Background: an optimization exercise with open tools, aiming at small area, a short achievable clock period and few clock cycles. Do not read the settings as production practice.
Function was checked by simulation only, so behaviour that the tests miss may differ from the original.
No activity file was given, so power comes from the tool's default toggle rates.

==> flow/design.v <==
`timescale 1ns/100ps
`default_nettype none
module attn_top (
    input  wire logic         I_CLK,
    input  wire logic         I_RST_N,
    input  wire logic         i_attn_start,
    input  wire logic         i_sa_vld,
    input  wire logic [127:0] i_sa_result,
    output logic              o_sa_start,
    output logic [127:0]      o_mat_1,
    output logic [127:0]      o_mat_2,
    output logic [127:0]      o_data_load,
    output logic              o_data_vld,
    output logic [127:0]      o_att_data,
    input  wire logic         i_bram_rd_vld,
    input  wire logic [127:0] i_bram_rd_mat,
    input  wire logic         i_bram_wr_done,
    output logic              o_rd_ena,
    output logic              o_wr_ena,
    output logic [1:0]        o_bram_sel_mat,
    output logic [0:0]        o_bram_sel_line,
    output logic [0:0]        o_bram_sel_col
);
    localparam int N_MEM = 36;
    localparam int N_SA  = 16;
    localparam logic [1:0] DST_A  = 2'd0;
    localparam logic [1:0] DST_B  = 2'd1;
    localparam logic [1:0] DST_BT = 2'd2;    
    localparam logic [1:0] DST_D  = 2'd3;
    localparam logic [1:0] RES_D  = 2'd0;
    localparam logic [1:0] RES_A3 = 2'd1;    
    localparam logic [1:0] RES_W  = 2'd2;
    logic [127:0] a_q, b_q, d_q, w_q;
    logic         running;
    logic [5:0]   mpc;           
    logic [4:0]   spc;           
    logic         mem_busy;
    logic         mem_wr;
    logic [1:0]   mem_dst;
    logic         sa_busy;
    logic [3:0]   sa_op;         
    logic       m_wr;
    logic [1:0] m_mat;
    logic       m_line;
    logic       m_col;
    logic [1:0] m_dst;
    logic       m_cap;           
    logic       m_nodep;
    logic [3:0] m_dep;
    always_comb begin
        m_wr = 1'b0; m_mat = 2'd0; m_line = 1'b0; m_col = 1'b0;
        m_dst = DST_A; m_cap = 1'b0; m_nodep = 1'b0; m_dep = 4'd0;
        case (mpc)
            6'd0:  begin m_mat = 2'd0; m_line = 0; m_col = 0; m_dst = DST_A;  m_nodep = 1'b1; end
            6'd1:  begin m_mat = 2'd1; m_line = 0; m_col = 0; m_dst = DST_BT; m_nodep = 1'b1; end
            6'd2:  begin m_mat = 2'd0; m_line = 0; m_col = 1; m_dst = DST_A;  m_dep = 4'd0; end
            6'd3:  begin m_mat = 2'd1; m_line = 0; m_col = 1; m_dst = DST_BT; m_dep = 4'd0; end
            6'd4:  begin m_mat = 2'd2; m_line = 0; m_col = 0; m_dst = DST_B;  m_dep = 4'd1; end
            6'd5:  begin m_mat = 2'd3; m_line = 0; m_col = 0; m_dst = DST_D;  m_dep = 4'd1; end
            6'd6:  begin m_mat = 2'd2; m_line = 0; m_col = 1; m_dst = DST_B;  m_dep = 4'd2; end
            6'd7:  begin m_mat = 2'd3; m_line = 0; m_col = 1; m_dst = DST_D;  m_dep = 4'd2; end
            6'd8:  begin m_wr = 1'b1; m_mat = 2'd3; m_line = 0; m_col = 0; m_cap = 1'b1; m_dep = 4'd2; end
            6'd9:  begin m_mat = 2'd0; m_line = 0; m_col = 0; m_dst = DST_A;  m_dep = 4'd3; end
            6'd10: begin m_mat = 2'd1; m_line = 1; m_col = 0; m_dst = DST_BT; m_dep = 4'd3; end
            6'd11: begin m_mat = 2'd0; m_line = 0; m_col = 1; m_dst = DST_A;  m_dep = 4'd4; end
            6'd12: begin m_mat = 2'd1; m_line = 1; m_col = 1; m_dst = DST_BT; m_dep = 4'd4; end
            6'd13: begin m_mat = 2'd2; m_line = 1; m_col = 1; m_dst = DST_B;  m_dep = 4'd5; end
            6'd14: begin m_mat = 2'd2; m_line = 1; m_col = 0; m_dst = DST_B;  m_dep = 4'd6; end
            6'd15: begin m_mat = 2'd3; m_line = 0; m_col = 0; m_dst = DST_D;  m_dep = 4'd6; end
            6'd16: begin m_wr = 1'b1; m_mat = 2'd3; m_line = 0; m_col = 1; m_cap = 1'b1; m_dep = 4'd6; end
            6'd17: begin m_mat = 2'd0; m_line = 1; m_col = 0; m_dst = DST_A;  m_dep = 4'd7; end
            6'd18: begin m_mat = 2'd1; m_line = 0; m_col = 0; m_dst = DST_BT; m_dep = 4'd7; end
            6'd19: begin m_mat = 2'd0; m_line = 1; m_col = 1; m_dst = DST_A;  m_dep = 4'd8; end
            6'd20: begin m_mat = 2'd1; m_line = 0; m_col = 1; m_dst = DST_BT; m_dep = 4'd8; end
            6'd21: begin m_wr = 1'b1; m_mat = 2'd3; m_line = 0; m_col = 0; m_cap = 1'b1; m_dep = 4'd7; end
            6'd22: begin m_mat = 2'd2; m_line = 0; m_col = 0; m_dst = DST_B;  m_dep = 4'd9; end
            6'd23: begin m_mat = 2'd3; m_line = 1; m_col = 0; m_dst = DST_D;  m_dep = 4'd9; end
            6'd24: begin m_mat = 2'd2; m_line = 0; m_col = 1; m_dst = DST_B;  m_dep = 4'd10; end
            6'd25: begin m_mat = 2'd3; m_line = 1; m_col = 1; m_dst = DST_D;  m_dep = 4'd10; end
            6'd26: begin m_wr = 1'b1; m_mat = 2'd3; m_line = 1; m_col = 0; m_cap = 1'b1; m_dep = 4'd10; end
            6'd27: begin m_mat = 2'd0; m_line = 1; m_col = 0; m_dst = DST_A;  m_dep = 4'd11; end
            6'd28: begin m_mat = 2'd1; m_line = 1; m_col = 0; m_dst = DST_BT; m_dep = 4'd11; end
            6'd29: begin m_mat = 2'd0; m_line = 1; m_col = 1; m_dst = DST_A;  m_dep = 4'd12; end
            6'd30: begin m_mat = 2'd1; m_line = 1; m_col = 1; m_dst = DST_BT; m_dep = 4'd12; end
            6'd31: begin m_mat = 2'd2; m_line = 1; m_col = 1; m_dst = DST_B;  m_dep = 4'd13; end
            6'd32: begin m_mat = 2'd2; m_line = 1; m_col = 0; m_dst = DST_B;  m_dep = 4'd14; end
            6'd33: begin m_mat = 2'd3; m_line = 1; m_col = 0; m_dst = DST_D;  m_dep = 4'd14; end
            6'd34: begin m_wr = 1'b1; m_mat = 2'd3; m_line = 1; m_col = 1; m_cap = 1'b1; m_dep = 4'd14; end
            6'd35: begin m_wr = 1'b1; m_mat = 2'd3; m_line = 1; m_col = 0; m_cap = 1'b1; m_dep = 4'd15; end
            default: ;
        endcase
    end
    logic [5:0] s_need;
    always_comb begin
        case (spc[3:0])
            4'd0:  s_need = 6'd1;
            4'd1:  s_need = 6'd3;
            4'd2:  s_need = 6'd5;
            4'd3:  s_need = 6'd8;
            4'd4:  s_need = 6'd10;
            4'd5:  s_need = 6'd12;
            4'd6:  s_need = 6'd13;
            4'd7:  s_need = 6'd16;
            4'd8:  s_need = 6'd18;
            4'd9:  s_need = 6'd20;
            4'd10: s_need = 6'd23;
            4'd11: s_need = 6'd26;
            4'd12: s_need = 6'd28;
            4'd13: s_need = 6'd30;
            4'd14: s_need = 6'd31;
            default: s_need = 6'd34;
        endcase
    end
    logic [1:0] sa_dst;
    always_comb begin
        case (sa_op[2:0])
            3'd0, 3'd4: sa_dst = RES_D;
            3'd1, 3'd5: sa_dst = RES_A3;
            default:    sa_dst = RES_W;
        endcase
    end
    logic mem_ans;
    logic mem_free;
    logic sa_free;
    logic active;
    logic mem_go;
    logic sa_go;
    logic dep_ok;
    logic need_ok;
    logic last_done;
    assign mem_ans  = mem_busy && (mem_wr ? i_bram_wr_done : i_bram_rd_vld);
    assign mem_free = !mem_busy || mem_ans;
    assign sa_free  = !sa_busy || i_sa_vld;
    assign active   = running || i_attn_start;
    always_comb begin
        if (m_nodep)
            dep_ok = 1'b1;
        else if (m_cap)
            dep_ok = ({1'b0, m_dep} + 5'd1 < spc) ||
                     (({1'b0, m_dep} + 5'd1 == spc) && sa_free);
        else
            dep_ok = ({1'b0, m_dep} < spc);
    end
    assign need_ok = (s_need + 6'd1 < mpc) || ((s_need + 6'd1 == mpc) && mem_free);
    assign mem_go    = active && mem_free && (mpc < 6'(N_MEM)) && dep_ok;
    assign sa_go     = active && sa_free && (spc < 5'(N_SA)) && need_ok;
    assign last_done = (mpc == 6'(N_MEM)) && mem_ans;
    always_ff @(posedge I_CLK or negedge I_RST_N) begin
        if (!I_RST_N) begin
            running         <= 1'b0;
            mpc             <= '0;
            spc             <= '0;
            mem_busy        <= 1'b0;
            mem_wr          <= 1'b0;
            mem_dst         <= DST_A;
            o_rd_ena        <= 1'b0;
            o_wr_ena        <= 1'b0;
            o_bram_sel_mat  <= 2'd0;
            o_bram_sel_line <= 1'b0;
            o_bram_sel_col  <= 1'b0;
            sa_busy         <= 1'b0;
            sa_op           <= '0;
            o_sa_start      <= 1'b0;
            o_data_vld      <= 1'b0;
        end else begin
            o_data_vld <= last_done;
            if (i_attn_start) running <= 1'b1;
            if (last_done) begin
                running  <= 1'b0;
                mpc      <= '0;
                spc      <= '0;
                mem_busy <= 1'b0;
                o_rd_ena <= 1'b0;
                o_wr_ena <= 1'b0;
            end else if (mem_go) begin
                mpc             <= mpc + 6'd1;
                mem_busy        <= 1'b1;
                mem_wr          <= m_wr;
                mem_dst         <= m_dst;
                o_rd_ena        <= !m_wr;
                o_wr_ena        <= m_wr;
                o_bram_sel_mat  <= m_mat;
                o_bram_sel_line <= m_line;
                o_bram_sel_col  <= m_col;
            end else if (mem_ans) begin
                mem_busy <= 1'b0;
                o_rd_ena <= 1'b0;
                o_wr_ena <= 1'b0;
            end
            o_sa_start <= sa_go;
            if (sa_go) begin
                spc     <= spc + 5'd1;
                sa_busy <= 1'b1;
                sa_op   <= spc[3:0];
            end else if (i_sa_vld) begin
                sa_busy <= 1'b0;
            end
        end
    end
    logic rd_pend;
    logic [127:0] rd_t;
    logic [127:0] res3;
    assign rd_pend = mem_busy && !mem_wr;
    for (genvar r = 0; r < 4; r++) begin : g_r
        for (genvar c = 0; c < 4; c++) begin : g_c
            assign rd_t[(c*4+r)*8 +: 8] = i_bram_rd_mat[(r*4+c)*8 +: 8];
        end
    end
    for (genvar e = 0; e < 16; e++) begin : g_x3
        assign res3[e*8 +: 8] = i_sa_result[e*8 +: 8] + {i_sa_result[e*8 +: 7], 1'b0};
    end
    always_ff @(posedge I_CLK) begin
        if (rd_pend && mem_dst == DST_A)
            a_q <= i_bram_rd_mat;
        else if (sa_busy && sa_dst == RES_A3)
            a_q <= res3;
        if (rd_pend && mem_dst == DST_B)
            b_q <= i_bram_rd_mat;
        else if (rd_pend && mem_dst == DST_BT)
            b_q <= rd_t;
        if (!running)
            d_q <= '0;
        else if (rd_pend && mem_dst == DST_D)
            d_q <= i_bram_rd_mat;
        else if (sa_busy && sa_dst == RES_D)
            d_q <= i_sa_result;
        else if (o_sa_start && sa_op[2:0] == 3'd5)
            d_q <= w_q;                        
        else if (o_sa_start && sa_op[1:0] == 2'd3)
            d_q <= '0;                         
        if (sa_busy && sa_dst == RES_W)
            w_q <= i_sa_result;
    end
    assign o_mat_1     = a_q;
    assign o_mat_2     = b_q;
    assign o_data_load = d_q;
    assign o_att_data  = w_q;
endmodule
`default_nettype wire
==> flow/run.sh <==
#!/bin/bash
# synth_recipe.tcl (not shown) runs the flow's synth.tcl, then flattens the netlist and writes it again
# the make line also repeats each setting of config.mk as NAME=value (left out here)
make -C /OpenROAD-flow-scripts/flow DESIGN_CONFIG=/design/flow/config.mk WORK_HOME=/design/flow/orfs CLKGATE_MAP_FILE= SYNTH_SCRIPT=/design/flow/synth_recipe.tcl finish
==> flow/config.mk <==
export PLATFORM = sky130hd
export DESIGN_NAME = attn_top
export DESIGN_NICKNAME = attn_top
export VERILOG_FILES = /design/flow/design.v
export SDC_FILE = /design/flow/constraint.sdc
export NUM_CORES = 4
export LEC_CHECK = 0
export CAP_MARGIN = 20
export CORE_MARGIN = 2
export CORE_UTILIZATION = 40
export SLEW_MARGIN = 20
==> flow/constraint.sdc <==
create_clock -name core_clock -period 4.0 [get_ports {I_CLK}]
set_input_delay 0.8000 -clock core_clock [delete_from_list [all_inputs] [get_ports {I_CLK}]]
set_output_delay 0.8000 -clock core_clock [all_outputs]
set_load 0.01 [all_outputs]
==> flow_summary_export.csv, run 1 <==
group,metric,value,unit
grt,first_global_vias,21300,
clock_network,cts_root_buffer,"clkbuf_16",
drt,drcViolationCount,0,
clock_network,ctsLongestPathBuffers,3,
floorplan,initial_core_util,40.5,%
place,place_inst,3675,
drt,wl_per_cell,28.6,um
cells_and_area,finalCoreUtilization,57.5,%
power_and_ir_drop,intPower,0.0171,W
synthesis,syn_nets,2548,
grt,grt_antenna_before_repair,18,
synthesis,synth_top_flop_cell,"edfxtp_1",
cells_and_area,final_cell_mix,"clkdlybuf4s50_1 (781), edfxtp_1 (384), nand2_1 (283)",
place,dp_hpwl,78500,um
timing,relSlewSlack,28.5,%
worst_setup_path,cp-start-kind,"flip-flop",
floorplan,die_y,259,um
synthesis,syn_inst,2137,
timing,clock_skew,0.0321,ns
synthesis,ys_seq_elements,540,
timing,period_needed,3.78,ns
power_and_ir_drop,power_switching,0.00969,W
synthesis,synth_edf_count,384,
timing,holdWs,0.501,ns
power_and_ir_drop,switching_share,36.2,%
timing,max_freq,265,MHz
worst_setup_path,arrival,4.28,ns
floorplan,die-area,67300,um^2
floorplan,pin_count,782,
grt,grt_max_degree,131,
power_and_ir_drop,irDropWorstVdd,0.000443,V
job,drv_cap,0,
timing,fin_crit_sh,94.4,%
cells_and_area,design_area,37100,um^2
drt,post_drt_via_cell_ratio,5.68,
timing,tightestPinTransition,1.07,ns
clock_network,postCtsSetupRepairBufs,0,
synthesis,synth_warnings,1,
status,outcome,"no timing/DRC/antenna violations",
hold_path,hold_path.class,"reg -> reg",
floorplan,rows,93,
clock_network,clkTransAtPathRegs,0.06,ns
worst_setup_path,required,4.50,ns
clock_network,clkSinkCount,540,
synthesis,synth.avg_cell_area,12.2,um^2
power_and_ir_drop,seq_power_share,33.9,%
drt,dr.first_iter.drc_count,2317,
cells_and_area,final_common_cell,"clkdlybuf4s50_1",
worst_setup_path,worstSetupPathType,"reg -> reg",
clock_network,htreeDepth,2,
timing,setup_viol,0,
drt,drtAntennaViolNets,0,
floorplan,core_area,64500,um^2
worst_setup_path,path_max_fanout,14,
power_and_ir_drop,power.leakage,15.3,nW
clock_network,cts_made_buffers,60,
clock_network,cts_tree,"done",
place,placed_cell_area,34900,um^2
grt,grt_overflow,0,
place,gp_congestion,0.917,
place,portBuffers,781,
synthesis,netlist_area,26100,um^2
drt,wirelength,109000,um
floorplan,fp.dieW,259,um
grt,grt_pass1_wl,153000,um
cells_and_area,final_cells,3805,
timing,hold_viol_final,0,
worst_setup_path,ff2ff_setup_slack,0.22,ns
drt,vias,21600,
drt,first_pass_iters,10,
grt,grt_usage,31.2,%
timing,rsz0062_at_grt,"false",
synthesis,synth.distinct_cells,65,
synthesis,ys_seq_area_share,56.7,%
clock_network,clk_latency,0.64,ns
cells_and_area,fin_nets,3293,
timing,drv_slew,0,
cells_and_area,areaGrowthSynthToFinish,42.0,%
worst_setup_path,end_kind,"flip-flop",
timing,final.setup.tns,0,ns
power_and_ir_drop,pwr-share-comb,44.3,%
cells_and_area,drive_above_1_share,9.20,%
synthesis,async_flop_share,5.19,%
power_and_ir_drop,p_clk_share,21.8,%
power_and_ir_drop,powerDensity,723,nW/um^2
metal layers:
metal | vias up | GRT usage, % | part of all wire, %
met1 | 10700 | 36.6 | 37
met3 | 184 | 9.08 | 9.5
li1 | 9585 | - | -
met5 | - | 0 | 0.026
met2 | 1107 | 53.7 | 49
met4 | 6 | 12.6 | 4.2
synthesized netlist by cell type, types with 42 or more instances:
| cell type | n | share of area, % |
|---|---|---|
| a21oi_1 | 140 | 2.7 |
| a222oi_1 | 128 | 4.9 |
| clkbuf_1 | 116 | 1.7 |
| dfxtp_1 | 128 | 9.8 |
| edfxtp_1 | 384 | 44 |
| ha_1 | 133 | 6.4 |
| inv_1 | 96 | 1.4 |
| mux2_2 | 101 | 4.4 |
| nand2_1 | 284 | 4.1 |
| nor2_1 | 122 | 1.8 |
| o211a_1 | 128 | 4.9 |
| o21ai_0 | 42 | 0.81 |
| xnor2_1 | 53 | 1.8 |
| xor2_1 | 52 | 1.7 |
critical path, cell delays in order, from the launching register on:
cell and delay [ns]:
dfrtp_1 0.47, inv_1 0.24, ha_1 0.19, inv_1 0.03, mux4_2 0.49, and2_1 0.19, o2111ai_1 0.11, xor2_1 0.17
o22ai_1 0.11, ha_1 0.30, nand3_1 0.06, o32a_1 0.32, a2111oi_4 0.36, buf_4 0.26, mux2_2 0.35
cell families after synthesis:
| logic type | share of synthesized area [%] |
|---|---|
| fa+ha+maj | 7.60 |
| mux | 5.24 |
| xor+xnor | 3.52 |
| flops | 56.7 |
| buf+inv | 3.50 |
| simple gates | 7.14 |
| compound gates | 16.3 |
flip-flops by register name (all words and copies together) (netlist names), 2 cells and up:
| signal | flops |
|---|---|
| b_q | 128 |
| spc | 5 |
| o_bram_sel_mat | 2 |
| sa_op | 3 |
| w_q | 128 |
| d_q | 128 |
| mem_dst | 2 |
| mpc | 6 |
| a_q | 128 |
cell type report:
class	instances	area, um^2
inverters	100	375
well taps	855	1070
clock inverters	32	364
multi-input cells	1361	10500
diodes	16	40.0
repair buffers	819	8240
flip-flops and latches	540	14800
fillers	5316	27400
clock buffers	82	1720
worst paths after layout:
kind | startpoint | endpoint | cells after the start
worst max-delay path | spc[1] | sa_op[0] | 14
worst max register to register | spc[1] | sa_op[0] | 14
max in group asynchronous | I_RST_N | o_bram_sel_mat[1] | 2
worst min register to register | o_bram_sel_col | o_bram_sel_col | 1
worst min-delay path | o_bram_sel_col | o_bram_sel_col | 1
min in group asynchronous | I_RST_N | running | 1
power by group through the flow:
stage,registers [W],logic [W],clock network (W)
final,0.00910,0.0119,0.00585
after floorplan,0.00987,0.00516,0
after CTS,0.00909,0.0119,0.00593
after detailed placement,0.00918,0.0119,0
after global routing,0.00927,0.0127,0.00615
after global placement,0.00914,0.0117,0
through the flow:
| stage | setup slack [ns] | total power, W |
|---|---|---|
| final | 0.223 | 0.0268 |
| after CTS | 0.164 | 0.0269 |
| after floorplan | 0.154 | 0.0150 |
| after global placement | 0.259 | 0.0209 |
| after global routing | 0.000191 | 0.0281 |
| after detailed placement | 0.174 | 0.0210 |
what timing repair did:
action	CTS	global route
endpoints found under the hold margin	0	0
setup endpoints to repair	0	9
resized for setup	0	3
hold buffers	0	0
Testbench counts, summed over its fixed seeds: cycles 8,768.
==> run 2: changes to the inputs <==
--- a/flow/design.v
+++ b/flow/design.v
@@ -36,9 +36,7 @@
     logic [4:0]   spc;           
     logic         mem_busy;
     logic         mem_wr;
-    logic [1:0]   mem_dst;
     logic         sa_busy;
-    logic [3:0]   sa_op;         
     logic       m_wr;
     logic [1:0] m_mat;
     logic       m_line;
@@ -111,17 +109,35 @@
             default: s_need = 6'd34;
         endcase
     end
-    logic [1:0] sa_dst;
-    always_comb begin
-        case (sa_op[2:0])
-            3'd0, 3'd4: sa_dst = RES_D;
-            3'd1, 3'd5: sa_dst = RES_A3;
-            default:    sa_dst = RES_W;
-        endcase
-    end
+    logic       mc_wr;
+    logic [1:0] mc_mat;
+    logic       mc_line;
+    logic       mc_col;
+    logic [1:0] mc_dst;
+    logic       mc_cap;
+    logic       mc_nodep;
+    logic [4:0] mc_dep;          
+    logic [4:0] mc_depm;         
+    logic [5:0] sc_need;         
+    logic [5:0] sc_needm;        
+    logic [1:0] sc_dst;          
+    logic       sc_copy;         
+    logic       sc_zero;         
+    logic       m_end;
+    logic       s_end;
+    logic [1:0] m_age;           
+    logic [1:0] s_age;           
+    logic [4:0] ccap;            
+    logic [5:0] mdone;           
+    logic       f_st;            
+    logic       f_capa;          
+    logic       f_capb;          
+    logic       f_na;            
+    logic       f_nb;            
     logic mem_ans;
     logic mem_free;
     logic sa_free;
+    logic sa_ans;
     logic active;
     logic mem_go;
     logic sa_go;
@@ -130,21 +146,64 @@
     logic last_done;
     assign mem_ans  = mem_busy && (mem_wr ? i_bram_wr_done : i_bram_rd_vld);
     assign mem_free = !mem_busy || mem_ans;
+    assign sa_ans   = sa_busy && i_sa_vld;
     assign sa_free  = !sa_busy || i_sa_vld;
     assign active   = running || i_attn_start;
-    always_comb begin
-        if (m_nodep)
-            dep_ok = 1'b1;
-        else if (m_cap)
-            dep_ok = ({1'b0, m_dep} + 5'd1 < spc) ||
-                     (({1'b0, m_dep} + 5'd1 == spc) && sa_free);
-        else
-            dep_ok = ({1'b0, m_dep} < spc);
-    end
-    assign need_ok = (s_need + 6'd1 < mpc) || ((s_need + 6'd1 == mpc) && mem_free);
-    assign mem_go    = active && mem_free && (mpc < 6'(N_MEM)) && dep_ok;
-    assign sa_go     = active && sa_free && (spc < 5'(N_SA)) && need_ok;
-    assign last_done = (mpc == 6'(N_MEM)) && mem_ans;
+    assign dep_ok    = mc_nodep || (mc_cap ? (f_capa || (i_sa_vld && f_capb)) : f_st);
+    assign need_ok   = f_na || (mem_ans && f_nb);
+    assign mem_go    = active && mem_free && m_age[1] && !m_end && dep_ok;
+    assign sa_go     = active && sa_free && s_age[1] && !s_end && need_ok;
+    assign last_done = m_end && mem_ans;
+    always_ff @(posedge I_CLK) begin
+        mc_wr    <= m_wr;
+        mc_mat   <= m_mat;
+        mc_line  <= m_line;
+        mc_col   <= m_col;
+        mc_dst   <= m_dst;
+        mc_cap   <= m_cap;
+        mc_nodep <= m_nodep;
+        mc_dep   <= {1'b0, m_dep};
+        mc_depm  <= {1'b0, m_dep} - 5'd1;
+        sc_need  <= s_need;
+        sc_needm <= s_need - 6'd1;
+        m_end    <= (mpc == 6'(N_MEM));
+        s_end    <= (spc == 5'(N_SA));
+        case (spc[2:0])
+            3'd0, 3'd4: sc_dst <= RES_D;
+            3'd1, 3'd5: sc_dst <= RES_A3;
+            default:    sc_dst <= RES_W;
+        endcase
+        sc_copy  <= (spc[2:0] == 3'd5);
+        sc_zero  <= (spc[1:0] == 2'd3);
+        f_st   <= sa_go   ? (spc >= mc_dep)    : (spc > mc_dep);
+        f_capa <= sa_ans  ? (ccap >= mc_dep)   : (ccap > mc_dep);
+        f_capb <= sa_ans  ? (ccap == mc_depm)  : (ccap == mc_dep);
+        f_na   <= mem_ans ? (mdone >= sc_need) : (mdone > sc_need);
+        f_nb   <= mem_ans ? (mdone == sc_needm) : (mdone == sc_need);
+    end
+    always_ff @(posedge I_CLK or negedge I_RST_N) begin
+        if (!I_RST_N) begin
+            ccap  <= '0;
+            mdone <= '0;
+            m_age <= 2'd2;
+            s_age <= 2'd2;
+        end else begin
+            if (last_done) begin
+                ccap  <= '0;
+                mdone <= '0;
+            end else begin
+                if (sa_ans)  ccap  <= ccap + 5'd1;
+                if (mem_ans) mdone <= mdone + 6'd1;
+            end
+            if (mem_go)              m_age <= '0;
+            else if (!m_age[1])      m_age <= m_age + 2'd1;
+            if (sa_go)               s_age <= '0;
+            else if (!s_age[1])      s_age <= s_age + 2'd1;
+        end
+    end
+    logic ld_a, ld_b, ld_bt, ld_d;           
+    logic rs_d, rs_a3, rs_w;                 
+    logic do_copy, do_zero;
     always_ff @(posedge I_CLK or negedge I_RST_N) begin
         if (!I_RST_N) begin
             running         <= 1'b0;
@@ -152,16 +211,23 @@
             spc             <= '0;
             mem_busy        <= 1'b0;
             mem_wr          <= 1'b0;
-            mem_dst         <= DST_A;
             o_rd_ena        <= 1'b0;
             o_wr_ena        <= 1'b0;
             o_bram_sel_mat  <= 2'd0;
             o_bram_sel_line <= 1'b0;
             o_bram_sel_col  <= 1'b0;
             sa_busy         <= 1'b0;
-            sa_op           <= '0;
             o_sa_start      <= 1'b0;
             o_data_vld      <= 1'b0;
+            ld_a            <= 1'b0;
+            ld_b            <= 1'b0;
+            ld_bt           <= 1'b0;
+            ld_d            <= 1'b0;
+            rs_d            <= 1'b0;
+            rs_a3           <= 1'b0;
+            rs_w            <= 1'b0;
+            do_copy         <= 1'b0;
+            do_zero         <= 1'b1;
         end else begin
             o_data_vld <= last_done;
             if (i_attn_start) running <= 1'b1;
@@ -175,32 +241,47 @@
             end else if (mem_go) begin
                 mpc             <= mpc + 6'd1;
                 mem_busy        <= 1'b1;
-                mem_wr          <= m_wr;
-                mem_dst         <= m_dst;
-                o_rd_ena        <= !m_wr;
-                o_wr_ena        <= m_wr;
-                o_bram_sel_mat  <= m_mat;
-                o_bram_sel_line <= m_line;
-                o_bram_sel_col  <= m_col;
+                mem_wr          <= mc_wr;
+                o_rd_ena        <= !mc_wr;
+                o_wr_ena        <= mc_wr;
+                o_bram_sel_mat  <= mc_mat;
+                o_bram_sel_line <= mc_line;
+                o_bram_sel_col  <= mc_col;
             end else if (mem_ans) begin
                 mem_busy <= 1'b0;
                 o_rd_ena <= 1'b0;
                 o_wr_ena <= 1'b0;
             end
+            if (mem_go) begin
+                ld_a  <= !mc_wr && (mc_dst == DST_A);
+                ld_b  <= !mc_wr && (mc_dst == DST_B);
+                ld_bt <= !mc_wr && (mc_dst == DST_BT);
+                ld_d  <= !mc_wr && (mc_dst == DST_D);
+            end else if (mem_ans) begin
+                ld_a  <= 1'b0;
+                ld_b  <= 1'b0;
+                ld_bt <= 1'b0;
+                ld_d  <= 1'b0;
+            end
             o_sa_start <= sa_go;
+            do_copy    <= sa_go && sc_copy;
+            do_zero    <= (sa_go && sc_zero) || !running || last_done;
             if (sa_go) begin
                 spc     <= spc + 5'd1;
                 sa_busy <= 1'b1;
-                sa_op   <= spc[3:0];
+                rs_d    <= (sc_dst == RES_D);
+                rs_a3   <= (sc_dst == RES_A3);
+                rs_w    <= (sc_dst == RES_W);
             end else if (i_sa_vld) begin
                 sa_busy <= 1'b0;
+                rs_d    <= 1'b0;
+                rs_a3   <= 1'b0;
+                rs_w    <= 1'b0;
             end
         end
     end
-    logic rd_pend;
     logic [127:0] rd_t;
     logic [127:0] res3;
-    assign rd_pend = mem_busy && !mem_wr;
     for (genvar r = 0; r < 4; r++) begin : g_r
         for (genvar c = 0; c < 4; c++) begin : g_c
             assign rd_t[(c*4+r)*8 +: 8] = i_bram_rd_mat[(r*4+c)*8 +: 8];
@@ -210,25 +291,23 @@
         assign res3[e*8 +: 8] = i_sa_result[e*8 +: 8] + {i_sa_result[e*8 +: 7], 1'b0};
     end
     always_ff @(posedge I_CLK) begin
-        if (rd_pend && mem_dst == DST_A)
+        if (ld_a)
             a_q <= i_bram_rd_mat;
-        else if (sa_busy && sa_dst == RES_A3)
+        else if (rs_a3)
             a_q <= res3;
-        if (rd_pend && mem_dst == DST_B)
+        if (ld_b)
             b_q <= i_bram_rd_mat;
-        else if (rd_pend && mem_dst == DST_BT)
+        else if (ld_bt)
             b_q <= rd_t;
-        if (!running)
-            d_q <= '0;
-        else if (rd_pend && mem_dst == DST_D)
+        if (do_zero)
+            d_q <= '0;                         
+        else if (ld_d)
             d_q <= i_bram_rd_mat;
-        else if (sa_busy && sa_dst == RES_D)
+        else if (rs_d)
             d_q <= i_sa_result;
-        else if (o_sa_start && sa_op[2:0] == 3'd5)
+        else if (do_copy)
             d_q <= w_q;                        
-        else if (o_sa_start && sa_op[1:0] == 2'd3)
-            d_q <= '0;                         
-        if (sa_busy && sa_dst == RES_W)
+        if (rs_w)
             w_q <= i_sa_result;
     end
     assign o_mat_1     = a_q;
==> flow/flow/run.sh (new file) <==
#!/bin/bash
# Standard ORFS layout; the only change is the cell used for the port
# buffers (buf_2 instead of the default pick), so each port still gets
# its own buffer.
set -euo pipefail
export BUFFER_PORTS_ARGS="-buffer_cell sky130_fd_sc_hd__buf_2"
bash standard.sh > standard_flow.log 2>&1
==> flow/standard.sh (new file) <==
#!/bin/bash
# synth_recipe.tcl (not shown) runs the flow's synth.tcl, then flattens the netlist and writes it again
# the make line also repeats each setting of config.mk as NAME=value (left out here)
make -C /OpenROAD-flow-scripts/flow DESIGN_CONFIG=/design/flow/config.mk WORK_HOME=/design/flow/orfs CLKGATE_MAP_FILE= SYNTH_SCRIPT=/design/flow/synth_recipe.tcl "${@:-finish}"
--- a/flow/config.mk
+++ b/flow/config.mk
@@ -8,4 +8,5 @@
 export CAP_MARGIN = 20
 export CORE_MARGIN = 2
 export CORE_UTILIZATION = 40
+export SETUP_SLACK_MARGIN = 2.0
 export SLEW_MARGIN = 20
removed: flow/run.sh
==> run 2 against run 1 <==
Net effect: core utilization fell by 5.0 points; first-iteration DRC count rose by 14%; flip-flop and latch count rose by 59; power rose by 10%; largest cell class unchanged; non-clock buffer count rose by 64; global-route usage fell by 1.8 points; count of clock-buffer cells in the layout rose by 7; fmax rose by 79%; design area rose by 1.2%; critical path type unchanged; still clean; die area rose by 10%; setup slack improved by 1.7 ns.
==> flow_summary_export.csv, run 2 <==
group,metric,value,unit
status,outcome,"no timing/DRC/antenna violations",
power_and_ir_drop,intPower,0.0182,W
hold_path,hold_path.class,"in -> async",
timing,holdWs,0.296,ns
power_and_ir_drop,pwr-share-comb,41.8,%
timing,rsz0062_at_grt,"true",
drt,drtAntennaViolNets,0,
synthesis,async_flop_share,7.85,%
floorplan,fp.dieW,273,um
worst_setup_path,end_kind,"flip-flop",
power_and_ir_drop,switching_share,38.6,%
worst_setup_path,required,4.47,ns
timing,setup_viol,0,
drt,drcViolationCount,0,
clock_network,clkSinkCount,599,
timing,max_freq,474,MHz
synthesis,synth_largest_area_cell,"edfxtp_1",
timing,relSlewSlack,42.0,%
cells_and_area,design_area,37500,um^2
clock_network,cts_hold_buffers,0,
floorplan,pin_count,782,
timing,drv_slew,0,
power_and_ir_drop,irDropWorstVdd,0.000608,V
timing,period_needed,2.11,ns
power_and_ir_drop,seq_power_share,36.3,%
drt,post_drt_via_cell_ratio,5.79,
cells_and_area,fin_nets,3664,
grt,grt_overflow,0,
drt,wirelength,116000,um
drt,vias,24800,
floorplan,core_area,71500,um^2
place,gp_congestion,0.936,
grt,grt_usage,29.5,%
worst_setup_path,worstSetupPathType,"reg -> reg",
floorplan,die_y,273,um
worst_setup_path,cpMaxStageDelayCell,"dfrtp_2",
place,portBuffers,781,
drt,first_pass_iters,6,
synthesis,ys_seq_area_share,55.7,%
worst_setup_path,crit_family,"multiplexers",
power_and_ir_drop,powerDensity,788,nW/um^2
power_and_ir_drop,finalPower,0.0296,W
synthesis,syn_inst,2449,
synthesis,ys_seq_elements,599,
clock_network,clkTransAtPathRegs,0.06,ns
clock_network,cts_root_buffer,"clkbuf_16",
floorplan,die-area,74400,um^2
place,placed_cell_area,34000,um^2
synthesis,synth_warnings,1,
worst_setup_path,crit_buf_inv,1,
cells_and_area,areaGrowthSynthToFinish,30.0,%
synthesis,syn_nets,2860,
synthesis,synth_commonest_cells,"edfxtp_1 (384), mux2_2 (199), nor2_1 (189)",
place,dp_hpwl,80000,um
worst_setup_path,cp-start-kind,"flip-flop",
timing,fin_crit_sh,52.7,%
worst_setup_path,ff2ff_setup_slack,1.89,ns
floorplan,rows,98,
cells_and_area,final_common_cell,"buf_2",
grt,first_global_vias,23800,
timing,hold_viol_final,0,
synthesis,netlist_area,28900,um^2
timing,final.setup.tns,0,ns
power_and_ir_drop,power.leakage,15.6,nW
synthesis,synth_edf_count,384,
power_and_ir_drop,p_clk_share,21.9,%
clock_network,htreeDepth,3,
drt,dr.first_iter.drc_count,2631,
cells_and_area,drive_above_1_share,38.9,%
grt,grt_max_degree,129,
cells_and_area,final_cell_mix,"buf_2 (738), edfxtp_1 (384), mux2_2 (198)",
synthesis,synthTopCellsByArea,"edfxtp_1 (40%), dfxtp_1 (12%), mux2_2 (7.8%), ha_1 (5.8%), dfrtp_1 (3.8%)",
worst_setup_path,path_max_fanout,6,
synthesis,synth.most_common_cell,"edfxtp_1",
synthesis,synth.distinct_cells,61,
worst_setup_path,cpPeakStageDelay,0.42,ns
drt,wl_per_cell,27.1,um
timing,tightestPinTransition,0.871,ns
grt,grt_antenna_before_repair,24,
synthesis,synth_top_area_share,39.9,%
timing,clock_skew,0.0257,ns
worst_setup_path,arrival,2.58,ns
job,drv_cap,0,
clock_network,ctsLongestPathBuffers,3,
synthesis,synth.avg_cell_area,11.8,um^2
clock_network,clk_latency,0.61,ns
floorplan,initial_core_util,40.4,%
grt,grt_pass1_wl,162000,um
clock_network,cts_tree,"done",
clock_network,cts_made_buffers,69,
synthesis,synth_top_flop_cell,"edfxtp_1",
power_and_ir_drop,power_switching,0.0114,W
worst_setup_path,cp_cell_sequence,"clkinvlp_4 > ha_4 > mux2_4 > a221oi_2 > a311o_1 > o2111ai_1 > mux2_2",
[run 2: cell types whose count changed in the layout (fill, tap and decap cells not counted), moves of 49 or more]
cell             previous run  this run
clkdlybuf4s50_1           781         0
buf_2                       0       738
o211a_1                   128         0
nand2_1                   283       185
mux2_2                    101       198
nand3b_1                    1        74
a221oi_1                    1        70
nor2_1                    121       187
a222oi_1                  128        74
buf_4                      27        76
[run 2: final timing paths]
check                              to               start  cells after the start
setup / recovery           mc_depm[3]              mpc[0]                      7
hold / removal               mdone[0]             I_RST_N                      1
setup reg to reg           mc_depm[3]              mpc[0]                      7
hold reg to reg               do_zero             running                      1
max in group asynchronous      mpc[2]             I_RST_N                      2
min in group core_clock      b_q[121]  i_bram_rd_mat[121]                      1
[run 2: cells by family (layout without fill, tap and decap cells)]
group	after synthesis	after routing	synth area share, %
buf+inv	264	1123	3.58
fa+ha+maj	149	149	6.87
mux	214	214	8.37
compound gates	539	540	13.0
flops	599	599	55.7
xor+xnor	86	86	2.61
other cells	0	20	0
simple gates	598	598	9.92
[run 2: final cells by class]
| type | count | area [um^2] |
|---|---|---|
| fill | 6325 | 34000 |
| sequential | 599 | 16100 |
| multi-input combinational | 1587 | 12100 |
| timing repair buffer | 883 | 5310 |
| clock buffer | 89 | 1860 |
| tap | 950 | 1190 |
| inverter | 113 | 434 |
| clock inverter | 38 | 428 |
| antenna | 20 | 50.0 |
[run 2: repair_timing]
item,4_1_cts,5_1_grt
setup buffers,35,39
gates cloned,2,2
resized for setup,57,71
pin swaps,1,3
setup endpoints to repair,359,216
[run 2: metrics by stage]
stage          std cells  util, %  setup slack (ns)
2_1_floorplan       2449        -              1.84
3_3_place_gp        4054     47.6              1.38
3_5_place_dp        4054     47.6              1.30
4_1_cts             4218     51.6              1.88
5_1_grt             4273     52.5              1.82
6_report            4279     52.5              1.89
[run 2: worst register-to-register path: cells and delay by family (launching register included)]
family                     cells  cell delay [ns]
adders and majority gates      1             0.26
AOI/OAI and AO/OA              3             0.58
DFF                            1             0.42
buffers and inverters          1             0.15
muxes                          2             0.58
[run 2: per-layer routing]
layer | GRT usage [%] | vias to the layer above | part of all wire (%)
met2 | 47.6 | 1335 | 47
li1 | - | 10800 | -
met3 | 6.97 | 284 | 8.7
met5 | 0 | - | 0.0086
met4 | 14.4 | 2 | 5.2
met1 | 37.1 | 12400 | 39
[run 2: power groups by stage]
stage	combinational [W]	clock [W]	sequential, W
6_report	0.0124	0.00648	0.0107
5_1_grt	0.0132	0.00681	0.0109
4_1_cts	0.0119	0.00658	0.0107
3_5_place_dp	0.0112	0	0.0109
3_3_place_gp	0.0109	0	0.0109
2_1_floorplan	0.00597	0	0.0113
Testbench counts of run 2, summed over its fixed seeds: cycles 8,768.

==> static timing again, ports no longer ideal <==
No port has a modelled driver above. Below, the same layouts with a new extraction and two added sets of constraints. Step 1, drivers: a clkbuf_16 drives I_CLK and a buf_2 each remaining input, both assumed. Step 2 adds t to the input delays and takes it off the output delays; t is the mean of the earliest and latest rising clock arrival at the registers after step 1. Input paths then give back, and output paths get back, about the clock's delay inside the block. Three values: no drivers, after step 1, after step 2; two values: the first two.
run | t, ns | setup slack, ns | slew at the worst register clock pin (ns) | pins driven straight from the clock port
run 1 | 0.692 | 0.223 / 0.223 / 0.223 | 0.07 / 0.07 | 1
run 2 | 0.659 | 1.892 / 1.876 / 1.439 | 0.07 / 0.07 | 1
After both steps every run listed still meets setup and hold. For run 2, which loses most, drivers alone change the setup slack by -0.016 ns; drivers and shift together by -0.453 ns.
